Source: an optimization exercise on an open RTL-to-GDS flow (aim: small area). Production flows keep margins and buffers that such runs may drop. The RTL was checked by simulation tests, not by an equivalence proof against the original design. Power is estimated from default activity; no workload was simulated.

Setup of run A:
==> flow/design.v <==
`default_nettype none
package csr_pkg;
  localparam int unsigned XLEN              = 32;
  localparam int unsigned NUM_PERF_COUNTERS = 9;
  localparam logic [1:0] MXL_RV32         = 2'd1;   
  localparam int unsigned MSTATUS_MIE_BIT  = 3;
  localparam int unsigned MSTATUS_MPIE_BIT = 7;
  localparam logic [1:0] PRIV_LVL_M       = 2'd3;   
  localparam logic [1:0] PCMR_RESET       = 2'd3;   
  localparam logic [6:0] PCCR_BASE_UPPER = 7'b0111100;
  typedef enum logic [1:0] {
    CSR_OP_NONE  = 2'd0,
    CSR_OP_WRITE = 2'd1,
    CSR_OP_SET   = 2'd2,
    CSR_OP_CLEAR = 2'd3
  } csr_op_e;
  typedef enum logic [11:0] {
    CSR_MSTATUS = 12'h300,
    CSR_MISA    = 12'h301,
    CSR_MTVEC   = 12'h305,
    CSR_MEPC    = 12'h341,
    CSR_MCAUSE  = 12'h342,
    CSR_PCCR31  = 12'h79F,   
    CSR_PCER    = 12'h7A0,
    CSR_PCMR    = 12'h7A1,
    CSR_MHARTID = 12'hF14
  } csr_num_e;
  typedef enum int unsigned {
    EV_CYCLE        = 0,
    EV_INSTR        = 1,
    EV_IMISS        = 2,
    EV_LOAD         = 3,
    EV_STORE        = 4,
    EV_JUMP         = 5,
    EV_BRANCH       = 6,
    EV_BRANCH_TAKEN = 7,
    EV_COMPRESSED   = 8
  } perf_event_e;
endpackage
`default_nettype wire
`timescale 1ns/1ns
`default_nettype none
import csr_pkg::*;
module csr_unit_top #(
  parameter bit RV32E = 1'b0,
  parameter bit RV32M = 1'b1
) (
  input  logic            clk_i,
  input  logic            rst_ni,
  input  logic [csr_pkg::XLEN-1:0] boot_addr_i,
  input  logic [3:0]      core_id_i,
  input  logic [5:0]      cluster_id_i,
  input  logic            csr_access_i,
  input  logic [11:0]             csr_addr_i,
  input  logic [csr_pkg::XLEN-1:0] csr_wdata_i,
  input  logic [1:0]              csr_op_i,
  output logic [csr_pkg::XLEN-1:0] csr_rdata_o,
  input  logic [csr_pkg::XLEN-1:0] pc_if_i,
  input  logic [csr_pkg::XLEN-1:0] pc_id_i,
  input  logic            csr_save_if_i,
  input  logic            csr_save_id_i,
  input  logic            csr_save_cause_i,
  input  logic [5:0]      csr_cause_i,
  input  logic            csr_restore_mret_i,
  output logic            m_irq_enable_o,
  output logic [csr_pkg::XLEN-1:0] mepc_o,
  input  logic            if_valid_i,
  input  logic            id_valid_i,
  input  logic            is_compressed_i,
  input  logic            is_decoding_i,
  input  logic            imiss_i,
  input  logic            pc_set_i,
  input  logic            jump_i,
  input  logic            branch_i,
  input  logic            branch_taken_i,
  input  logic            mem_load_i,
  input  logic            mem_store_i
);
  localparam int unsigned NC = NUM_PERF_COUNTERS;
  localparam logic [XLEN-1:0] MISA_VALUE =
      (XLEN'(1)     <<  2)
    | (XLEN'(RV32E) <<  4)
    | (XLEN'(1)     <<  8)
    | (XLEN'(RV32M) << 12)
    | (XLEN'(MXL_RV32) << 30);
  logic            mie_q, mpie_q;
  logic [XLEN-1:0] mepc_q;
  logic [5:0]      mcause_q;
  logic [NC-1:0]   pcer_q;
  logic [1:0]      pcmr_q;
  logic [NC-1:0]   pend_q;                
  logic [NC-1:0][XLEN-1:0] cnt_q;
  logic [11:0] a;
  assign a = csr_addr_i;
  logic sel_mstatus, sel_misa, sel_mtvec, sel_mepc, sel_mcause, sel_mhartid;
  logic sel_pcer, sel_pcmr, sel_all, in_pccr;
  logic [NC-1:0] sel_cnt;
  assign sel_mstatus = (a == CSR_MSTATUS);
  assign sel_misa    = (a == CSR_MISA);
  assign sel_mtvec   = (a == CSR_MTVEC);
  assign sel_mepc    = (a == CSR_MEPC);
  assign sel_mcause  = (a == CSR_MCAUSE);
  assign sel_mhartid = (a == CSR_MHARTID);
  assign sel_pcer    = (a == CSR_PCER);
  assign sel_pcmr    = (a == CSR_PCMR);
  assign sel_all     = (a == CSR_PCCR31);
  assign in_pccr     = (a[11:5] == PCCR_BASE_UPPER);
  always_comb begin
    for (int c = 0; c < NC; c++) sel_cnt[c] = in_pccr && (a[4:0] == 5'(c));
  end
  logic [XLEN-1:0] cnt_rd;
  always_comb begin
    case (a[3:0])
      4'd0: cnt_rd = cnt_q[0];
      4'd1: cnt_rd = cnt_q[1];
      4'd2: cnt_rd = cnt_q[2];
      4'd3: cnt_rd = cnt_q[3];
      4'd4: cnt_rd = cnt_q[4];
      4'd5: cnt_rd = cnt_q[5];
      4'd6: cnt_rd = cnt_q[6];
      4'd7: cnt_rd = cnt_q[7];
      4'd8: cnt_rd = cnt_q[8];
      default: cnt_rd = '0;
    endcase
  end
  always_comb begin
    csr_rdata_o = '0;
    if (sel_mstatus) begin
      csr_rdata_o[12:11]            = PRIV_LVL_M;
      csr_rdata_o[MSTATUS_MPIE_BIT] = mpie_q;
      csr_rdata_o[MSTATUS_MIE_BIT]  = mie_q;
    end
    csr_rdata_o = csr_rdata_o
                | ({XLEN{sel_misa}}    & MISA_VALUE)
                | ({XLEN{sel_mtvec}}   & boot_addr_i)
                | ({XLEN{sel_mepc}}    & mepc_q)
                | ({XLEN{sel_mcause}}  & {mcause_q[5], 26'b0, mcause_q[4:0]})
                | ({XLEN{sel_mhartid}} & {21'b0, cluster_id_i, 1'b0, core_id_i})
                | ({XLEN{sel_pcer}}    & XLEN'(pcer_q))
                | ({XLEN{sel_pcmr}}    & XLEN'(pcmr_q));
    csr_rdata_o = csr_rdata_o | ({XLEN{in_pccr & ~a[4]}} & cnt_rd);
  end
  logic            we;
  logic [XLEN-1:0] wdata;
  assign we = csr_access_i & (csr_op_i != CSR_OP_NONE);
  always_comb begin
    unique case (csr_op_i)
      CSR_OP_SET:   wdata = csr_wdata_i | csr_rdata_o;
      CSR_OP_CLEAR: wdata = ~csr_wdata_i & csr_rdata_o;
      default:      wdata = csr_wdata_i;
    endcase
  end
  logic            mie_n, mpie_n;
  logic [XLEN-1:0] mepc_n;
  logic [5:0]      mcause_n;
  always_comb begin
    mie_n    = mie_q;
    mpie_n   = mpie_q;
    mcause_n = mcause_q;
    if (we && sel_mstatus) begin
      mie_n  = wdata[MSTATUS_MIE_BIT];
      mpie_n = wdata[MSTATUS_MPIE_BIT];
    end
    if (we && sel_mcause) mcause_n = {wdata[XLEN-1], wdata[4:0]};
    if (csr_save_cause_i) begin
      mcause_n = csr_cause_i;
      mpie_n   = mie_q;
      mie_n    = 1'b0;
    end else if (csr_restore_mret_i) begin
      mie_n  = mpie_q;
      mpie_n = 1'b1;
    end
  end
  logic mepc_s_if, mepc_s_id, mepc_s_wr, mepc_s_hold;
  assign mepc_s_if   = csr_save_cause_i & csr_save_if_i & ~csr_save_id_i;
  assign mepc_s_id   = csr_save_cause_i & ~(csr_save_if_i & ~csr_save_id_i);
  assign mepc_s_wr   = ~csr_save_cause_i & we & sel_mepc;
  assign mepc_s_hold = ~csr_save_cause_i & ~(we & sel_mepc);
  assign mepc_n = ({XLEN{mepc_s_if}} & pc_if_i) | ({XLEN{mepc_s_id}} & pc_id_i)
                | ({XLEN{mepc_s_wr}} & wdata)   | ({XLEN{mepc_s_hold}} & mepc_q);
  assign m_irq_enable_o = mie_q;
  assign mepc_o         = mepc_q;
  logic [NC-1:0] ev;
  assign ev[EV_CYCLE]        = 1'b1;
  assign ev[EV_INSTR]        = if_valid_i;
  assign ev[EV_IMISS]        = imiss_i & ~pc_set_i;
  assign ev[EV_LOAD]         = mem_load_i;
  assign ev[EV_STORE]        = mem_store_i;
  assign ev[EV_JUMP]         = jump_i;
  assign ev[EV_BRANCH]       = branch_i;
  assign ev[EV_BRANCH_TAKEN] = branch_taken_i;
  assign ev[EV_COMPRESSED]   = id_valid_i & is_decoding_i & is_compressed_i;
  logic [NC-1:0][XLEN-1:0] cnt_n;
  for (genvar c = 0; c < NC; c++) begin : g_cnt
    logic [XLEN:0]   cy;    
    logic [XLEN-1:0] inc;
    logic            wr, blk;
    assign cy[0] = pend_q[c];
    assign wr    = we && (sel_cnt[c] || sel_all);
    assign blk   = pcmr_q[1] & cy[XLEN] & ~wr;
    for (genvar b = 0; b < XLEN; b++) begin : g_bit
      assign inc[b]  = cnt_q[c][b] ^ cy[b];
      assign cy[b+1] = cnt_q[c][b] & cy[b];
    end
    assign cnt_n[c] = ({XLEN{~wr}} | wdata) & (inc | {XLEN{wr | blk}});
  end
  always_ff @(posedge clk_i or negedge rst_ni) begin
    if (!rst_ni) begin
      mie_q    <= 1'b0;
      mpie_q   <= 1'b0;
      mepc_q   <= '0;
      mcause_q <= '0;
      pcer_q   <= '0;
      pcmr_q   <= PCMR_RESET;
      pend_q   <= '0;
      cnt_q    <= '0;
    end else begin
      mie_q    <= mie_n;
      mpie_q   <= mpie_n;
      mepc_q   <= mepc_n;
      mcause_q <= mcause_n;
      if (we && sel_pcer) pcer_q <= wdata[NC-1:0];
      if (we && sel_pcmr) pcmr_q <= wdata[1:0];
      pend_q   <= ev & pcer_q & {NC{pcmr_q[0]}};
      cnt_q    <= cnt_n;
    end
  end
endmodule
`default_nettype wire
==> flow/config.mk <==
export PLATFORM = sky130hd
export DESIGN_NAME = csr_unit_top
export DESIGN_NICKNAME = csr_unit_top
export VERILOG_FILES = /design/flow/design.v
export SDC_FILE = /design/flow/constraint.sdc
export NUM_CORES = 4
export LEC_CHECK = 0
export CAP_MARGIN = 5
export CORE_MARGIN = 2
export CORE_UTILIZATION = 65
export PLACE_DENSITY = 0.75
export SLEW_MARGIN = 5
==> flow/constraint.sdc <==
create_clock -name core_clock -period 10.0 [get_ports {clk_i}]
set_input_delay 2.0000 -clock core_clock [delete_from_list [all_inputs] [get_ports {clk_i}]]
set_output_delay 2.0000 -clock core_clock [all_outputs]
set_load 0.01 [all_outputs]
standard.sh (not shown) runs the stock make flow with config.mk's settings and CLKGATE_MAP_FILE= SYNTH_SCRIPT=/design/flow/synth_recipe.tcl, a recipe that flattens the netlist after the stock synthesis.
==> flow/flow/run.sh <==
#!/bin/bash
# The standard ORFS layout (standard.sh) with four changes:
#  - synthesis maps with an area-oriented ABC script (flow/my_synth.tcl),
#  - port buffers are buf_1 instead of the default clkdlybuf4s50_1,
#  - CTS uses larger sink clusters and no dummy loads,
#  - repairs use buffers no larger than buf_2 (flow/small_bufs.tcl).
set -euo pipefail
export FLOW_WORK=$PWD
export BUFFER_PORTS_ARGS="-buffer_cell sky130_fd_sc_hd__buf_1"
export CTS_ARGS="-sink_clustering_enable -repair_clock_nets -buf_list sky130_fd_sc_hd__clkbuf_16 -sink_clustering_size 24 -sink_clustering_max_diameter 110 -dont_use_dummy_load"
for s in GLOBAL_PLACE RESIZE CTS GLOBAL_ROUTE; do export PRE_${s}_TCL=$PWD/flow/small_bufs.tcl; done
bash standard.sh SYNTH_SCRIPT=$PWD/flow/my_synth.tcl finish > standard.log 2>&1
==> flow/flow/abc_area.script <==
strash
balance
rewrite
refactor
balance
rewrite
rewrite -z
balance
refactor -z
rewrite -z
balance
dc2
&get -n
&dch -f
&nf -a -p -F 8 -A 8 -C 32 -R 1000
&put
==> flow/flow/my_synth.tcl <==
# The standard synthesis (synth_recipe.tcl in the work folder), with one
# change: the final ABC technology mapping uses flow/abc_area.script, an
# area-oriented script, instead of ORFS's speed script. Registers are mapped
# by dfflibmap before ABC runs, so they are the standard synthesis's.
proc abc {args} {
  set i [lsearch $args -script]
  if {$i >= 0} { lset args [expr {$i + 1}] $::env(FLOW_WORK)/flow/abc_area.script }
  yosys abc {*}$args
}
source $::env(FLOW_WORK)/synth_recipe.tcl
==> flow/flow/small_bufs.tcl <==
# Repair buffers: keep the resizer to buf_1/buf_2 (clkbuf_16 stays for CTS).
set_dont_use [get_lib_cells {sky130_fd_sc_hd__buf_4 sky130_fd_sc_hd__buf_6 sky130_fd_sc_hd__buf_8 sky130_fd_sc_hd__buf_12 sky130_fd_sc_hd__buf_16 sky130_fd_sc_hd__bufbuf_* sky130_fd_sc_hd__dlygate* sky130_fd_sc_hd__clkdlybuf* sky130_fd_sc_hd__dlymetal* sky130_fd_sc_hd__clkbuf_1 sky130_fd_sc_hd__clkbuf_2 sky130_fd_sc_hd__clkbuf_4 sky130_fd_sc_hd__clkbuf_8}]
> inputs changed (run A -> run B)
- CORE_UTILIZATION: 65 -> 55
- PLACE_DENSITY: 0.75 -> 0.7
==> flow/flow/run.sh <==
#!/bin/bash
# The standard ORFS layout (standard.sh) with four changes:
#  - synthesis maps with an area-oriented ABC script (flow/my_synth.tcl),
#  - port buffers are buf_1 instead of the default clkdlybuf4s50_1,
#  - CTS uses larger sink clusters and no dummy loads,
#  - repairs use buffers no larger than buf_2 (flow/small_bufs.tcl).
set -euo pipefail
export FLOW_WORK=$PWD
export BUFFER_PORTS_ARGS="-buffer_cell sky130_fd_sc_hd__buf_1"
export CTS_ARGS="-sink_clustering_enable -repair_clock_nets -buf_list sky130_fd_sc_hd__clkbuf_16 -sink_clustering_size 26 -sink_clustering_max_diameter 90 -dont_use_dummy_load"
for s in GLOBAL_PLACE RESIZE CTS GLOBAL_ROUTE; do export PRE_${s}_TCL=$PWD/flow/small_bufs.tcl; done
bash standard.sh SYNTH_SCRIPT=$PWD/flow/my_synth.tcl finish > standard.log 2>&1
Notes after the runs:
Between run A and run B, post-layout total power decreased.
~same area of combinational cells with multiple inputs in run B and run A
Wire length (run B vs. run A) increases slightly
met2 track utilization from global routing, run B and run A, higher one = run A.
Per the comparison of run B with run A, worst setup slack shrank by 0.18 ns; global routing usage summed across all routing layers shrank by 5.7 points.
Looking at fmax, run B sits 2.2% lower than run A does.
On mean routed wirelength per cell: between run B and run A, it ends up higher for run A.
Synthesized-area fraction occupied by ao, oa, aoi and oai cells: run B vs run A, no meaningful difference
Edits applied to the flow inputs when going from run B to run C:
- changing CORE_UTILIZATION from 55 to 65
- changing PLACE_DENSITY from 0.7 to 0.75
--- outcome ---
Cell area came out lower on run C than on run B. Vias after detailed routing of run C exceeds that of run B slightly. Wire length on met2 in run C is about 4.5% lower than in run B. Changes observed in run C relative to run B: die area fell by 15%, final clock period utilization by the worst path fell by 1.6 points, net switching share of the total power stayed essentially flat, number of cells in the finished layout apart from fillers fell by about 3%.

## static timing again, ports no longer ideal
Ports are ideal in the flow. The routed layouts listed here were re-timed in OpenROAD.
Step 1, drivers: a clkbuf_16 drives clk_i and a buf_2 each remaining input, both assumed.
Step 2 moves the port delays by t, midway between the first and last clock arrival at a register: inputs arrive t later, outputs are due t later. That takes back most of the time a late clock gives input paths.
Slacks: ideal ports / drivers / drivers and shift; pairs: ideal ports / drivers.
| run | t, ns | slack for setup (ns) | worst hold slack (ns) | clock arrival spread, ns | cell pins on the clock port's net |
|---|---|---|---|---|---|
| run A | 0.559 | 1.769 / 1.769 / 1.769 | 0.521 / 0.521 / 0.521 | 0.048 / 0.047 | 1 |
| run B | 0.569 | 1.587 / 1.587 / 1.587 | 0.520 / 0.520 / 0.520 | 0.054 / 0.055 | 1 |
| run C | 0.563 | 1.752 / 1.752 / 1.752 | 0.517 / 0.517 / 0.517 | 0.034 / 0.034 | 1 |
After both steps setup and hold are still met in every run listed.
